This design comes from an exercise in tuning for small area, a short achievable clock period and few clock cycles on the open sky130 flow, not from production work. Where RTL was checked, it was by simulation tests only, not by an equivalence proof against the original. Power figures rest on the tool's default switching activity, not on a simulated workload.

==> flow/design.v <==
`default_nettype none
package ucode_pkg;
    localparam int INSTR_W = 32;
    localparam int REG_AW  = 4;   
    localparam int DATA_W  = 32;
    localparam int IMM_W   = 16;
    localparam int OPC_W   = 7;   
    localparam logic [OPC_W-1:0] OP_MOV  = 7'b0000000;  
    localparam logic [OPC_W-1:0] OP_ADD  = 7'b0110001;  
    localparam logic [OPC_W-1:0] OP_SUB  = 7'b0110010;  
    localparam logic [OPC_W-1:0] OP_MULI = 7'b0111000;  
    localparam logic [OPC_W-1:0] OP_NOP  = 7'b1100100;
    typedef struct packed {
        logic [OPC_W-1:0]                    opcode;
        logic [REG_AW-1:0]                   rd;
        logic [REG_AW-1:0]                   rs1;
        logic [REG_AW-1:0]                   rs2;
        logic [INSTR_W-OPC_W-3*REG_AW-1:0]   spare;  
    } instr_alu_t;
    typedef struct packed {
        logic [OPC_W-1:0]  opcode;
        logic [REG_AW-1:0] rd;
        logic [REG_AW-1:0] rs1;    
        logic              pad;
        logic [IMM_W-1:0]  imm;
    } instr_imm_t;
    typedef union packed {
        instr_alu_t alu;
        instr_imm_t imm;
    } instr_word_u;
endpackage
`default_nettype wire
`timescale 1ns/100ps
`default_nettype none
module ucode_core (
    input  logic                          clk,
    input  logic                          rst,
    input  logic                          in_valid,
    output logic                          in_ready,
    input  logic [ucode_pkg::INSTR_W-1:0] in_instr,
    output logic                          wb_valid,
    input  logic                          wb_ready,
    output logic [ucode_pkg::REG_AW-1:0]  wb_reg,
    output logic [ucode_pkg::DATA_W-1:0]  wb_data
);
    logic [6:0]  in_op;
    logic        dec_mov, dec_sub, dec_muli, dec_real;
    assign in_op = in_instr[31:25];
    always_comb begin
        dec_mov  = 1'b0;
        dec_sub  = 1'b0;
        dec_muli = 1'b0;
        dec_real = 1'b0;
        case (in_op)
            ucode_pkg::OP_MOV: begin
                dec_real = 1'b1;
                dec_mov  = 1'b1;
            end
            ucode_pkg::OP_ADD: dec_real = 1'b1;
            ucode_pkg::OP_SUB: begin
                dec_real = 1'b1;
                dec_sub  = 1'b1;
            end
            ucode_pkg::OP_MULI: begin
                dec_real = 1'b1;
                if (in_instr[15:0] == 16'h0) begin
                    dec_mov  = 1'b1;                     
                end else begin
                    dec_muli = 1'b1;                     
                end
            end
            default: dec_real = 1'b0;                    
        endcase
    end
    logic        skv;
    logic        sk_mov, sk_sub, sk_muli;
    logic [24:0] sk_w;
    logic        irv;
    logic        ir_mov, ir_sub, ir_muli;
    logic [24:0] ir_w;                                   
    logic        ir_ph;                                  
    logic [3:0]  ir_rd, ir_ra, ir_rb;
    assign ir_rd = ir_w[24:21];
    assign ir_ra = ir_w[20:17];                          
    assign ir_rb = ir_w[16:13];                          
    logic        take;
    logic        ir_free;
    logic        d_issue;
    logic        d_last;
    logic        e_fire;
    assign in_ready = !skv;
    assign take     = in_valid && !skv;
    logic        ev;
    logic [3:0]  e_rd;
    logic [31:0] e_a, e_b;
    logic        e_sub;
    assign e_fire  = ev && (!wb_valid || wb_ready);
    assign d_issue = irv && (!ev || e_fire);
    assign d_last  = !ir_muli || (ir_ph && ir_w[15:0] == 16'd1);
    assign ir_free = !irv || (d_issue && d_last);
    always_ff @(posedge clk or posedge rst) begin
        if (rst) begin
            skv   <= 1'b0;
            irv   <= 1'b0;
            ir_ph <= 1'b0;
        end else begin
            if (ir_free) begin
                ir_ph <= 1'b0;
                if (skv) begin
                    irv <= 1'b1;
                    skv <= 1'b0;
                end else begin
                    irv <= take && dec_real;
                end
            end else begin
                if (take && dec_real) skv <= 1'b1;
                if (d_issue) ir_ph <= 1'b1;
            end
        end
    end
    always_ff @(posedge clk) begin
        if (!skv && !ir_free) begin
            sk_mov  <= dec_mov;
            sk_sub  <= dec_sub;
            sk_muli <= dec_muli;
            sk_w    <= in_instr[24:0];
        end
        if (ir_free) begin
            if (skv) begin
                ir_mov  <= sk_mov;
                ir_sub  <= sk_sub;
                ir_muli <= sk_muli;
                ir_w    <= sk_w;
            end else begin
                ir_mov  <= dec_mov;
                ir_sub  <= dec_sub;
                ir_muli <= dec_muli;
                ir_w    <= in_instr[24:0];
            end
        end else if (d_issue && ir_ph) begin
            ir_w[15:0] <= ir_w[15:0] - 16'd1;            
        end
    end
    logic [31:0] rf [16];
    logic [15:0] rv;                                     
    logic [31:0] rd_a, rd_b;
    logic        u_mov;
    logic        fw_a, fw_b;                             
    logic [31:0] e_res;
    logic [31:0] nx_a, nx_b;
    always_comb begin
        rd_a = '0;
        rd_b = '0;
        for (int i = 0; i < 16; i++) begin
            rd_a = rd_a | (rf[i] & {32{rv[i] && ir_ra == 4'(i)}});
            rd_b = rd_b | (rf[i] & {32{rv[i] && ir_rb == 4'(i)}});
        end
    end
    assign u_mov = ir_mov || (ir_muli && !ir_ph);
    assign fw_a  = ev && e_rd == ir_ra;                  
    assign fw_b  = ir_muli || (ev && e_rd == ir_rb);
    assign nx_a  = u_mov ? (ir_muli ? 32'h0 : {16'h0, ir_w[15:0]}) : (fw_a ? e_res : rd_a);
    assign nx_b  = u_mov ? 32'h0 : ((fw_b ? e_res : rd_b) ^ {32{ir_sub}});
    always_ff @(posedge clk or posedge rst) begin
        if (rst) begin
            ev       <= 1'b0;
            rv       <= '0;
            wb_valid <= 1'b0;
        end else begin
            if (d_issue) begin
                ev <= 1'b1;
            end else if (e_fire) begin
                ev <= 1'b0;
            end
            if (wb_ready) begin
                wb_valid <= 1'b0;
            end
            if (e_fire) begin
                rv[e_rd] <= 1'b1;
                wb_valid <= 1'b1;
            end
        end
    end
    always_ff @(posedge clk) begin
        if (d_issue) begin
            e_rd  <= ir_rd;
            e_sub <= ir_sub && !u_mov;
            e_a   <= nx_a;
            e_b   <= nx_b;                               
        end
    end
    logic [31:0] pg_g, pg_p;
    logic [31:0] gg [6];
    logic [31:0] pp [6];
    logic [32:0] cy;
    assign pg_g = e_a & e_b;
    assign pg_p = e_a ^ e_b;
    always_comb begin
        gg[0] = pg_g;
        pp[0] = pg_p;
        gg[0][0] = pg_g[0] | (pg_p[0] & e_sub);          
        for (int l = 0; l < 5; l++) begin
            gg[l+1] = gg[l];
            pp[l+1] = pp[l];
            for (int i = 0; i < 32; i++) begin
                if ((i >> l) & 1) begin
                    gg[l+1][i] = gg[l][i] | (pp[l][i] & gg[l][((i >> l) << l) - 1]);
                    pp[l+1][i] = pp[l][i] & pp[l][((i >> l) << l) - 1];
                end
            end
        end
        cy[0] = e_sub;
        for (int i = 0; i < 32; i++) cy[i+1] = gg[5][i];
    end
    assign e_res = pg_p ^ cy[31:0];
    always_ff @(posedge clk) begin
        if (e_fire) begin
            rf[e_rd] <= e_res;
            wb_reg   <= e_rd;
            wb_data  <= e_res;
        end
    end
endmodule
`default_nettype wire
clock: 8.5 ns
lec_check: 0
cap_margin: 20
core_margin: 2
core_utilization: 55
cts_cluster_diameter: 60
cts_cluster_size: 22
slew_margin: 20
standard.sh (not shown) runs the stock make flow with config.mk's settings and CLKGATE_MAP_FILE= SYNTH_SCRIPT=/design/flow/synth_recipe.tcl, a recipe that flattens the netlist after the stock synthesis.
==> flow/flow/run.sh <==
#!/bin/bash
# Standard ORFS layout; repair_timing aims for extra setup slack
set -euo pipefail
bash standard.sh finish SETUP_SLACK_MARGIN=5.4 > standard.log 2>&1
Testbench counts at the start, summed over its fixed seeds: cycles 8,520.
==> next run, changes <==
--- a/flow/design.v
+++ b/flow/design.v
@@ -190,31 +190,30 @@
         end
     end
     logic [31:0] pg_g, pg_p;
     logic [31:0] gg [6];
     logic [31:0] pp [6];
-    logic [32:0] cy;
+    logic [31:0] cy0, cy1;                               
     assign pg_g = e_a & e_b;
     assign pg_p = e_a ^ e_b;
     always_comb begin
         gg[0] = pg_g;
         pp[0] = pg_p;
-        gg[0][0] = pg_g[0] | (pg_p[0] & e_sub);          
         for (int l = 0; l < 5; l++) begin
             gg[l+1] = gg[l];
             pp[l+1] = pp[l];
             for (int i = 0; i < 32; i++) begin
                 if ((i >> l) & 1) begin
                     gg[l+1][i] = gg[l][i] | (pp[l][i] & gg[l][((i >> l) << l) - 1]);
                     pp[l+1][i] = pp[l][i] & pp[l][((i >> l) << l) - 1];
                 end
             end
         end
-        cy[0] = e_sub;
-        for (int i = 0; i < 32; i++) cy[i+1] = gg[5][i];
-    end
-    assign e_res = pg_p ^ cy[31:0];
+    end
+    assign cy0   = {gg[5][30:0], 1'b0};
+    assign cy1   = cy0 | {pp[5][30:0], 1'b1};
+    assign e_res = e_sub ? (pg_p ^ cy1) : (pg_p ^ cy0);
     always_ff @(posedge clk) begin
         if (e_fire) begin
             rf[e_rd] <= e_res;
             wb_reg   <= e_rd;
             wb_data  <= e_res;
Effect: Synthesized cell count went up by about 1.7%. Wire length went up by 0.76%. Sequential power is about the same. Area after synthesis went up by about 0.65%. Critical path depth went down by 4. Register-to-register slack barely changes. Fmax went down by 3.2%. Final cell count went up by 1.2%. Design area is about the same. Total power went up by about 1.6%. Clock skew went up by 0.0048 ns. First-iteration DRC count went down by about 9%.
Only the layout flow was run in the second run of this note; the RTL was not checked for function there.

what the ideal ports hide:
In the flow no input, the clock included, has a driving cell. The finished layouts below were timed again as built, in two steps. Step 1 assumes that a clkbuf_16 drives the clock port and a buf_2 every other input. Step 2 also shifts input and output timing later by t, the mid clock arrival at the registers, as if the neighbouring blocks saw the same clock. Three values: no drivers, after step 1, after step 2; two values: the first two.
run	shift t [ns]	slack for setup (ns)	worst setup path at the end	latest minus earliest clock arrival (ns)	worst data-port slew with drivers (ns)
the first run	0.680	5.400 / 5.342 / 4.739	input to register	0.040 / 0.039	0.05
the second run	0.687	5.299 / 5.338 / 4.651	input to register	0.046 / 0.046	0.04
After both steps every run listed still meets setup and hold. The setup slack of the first run, which loses most, moves by -0.058 ns with the drivers and by -0.661 ns with both steps.
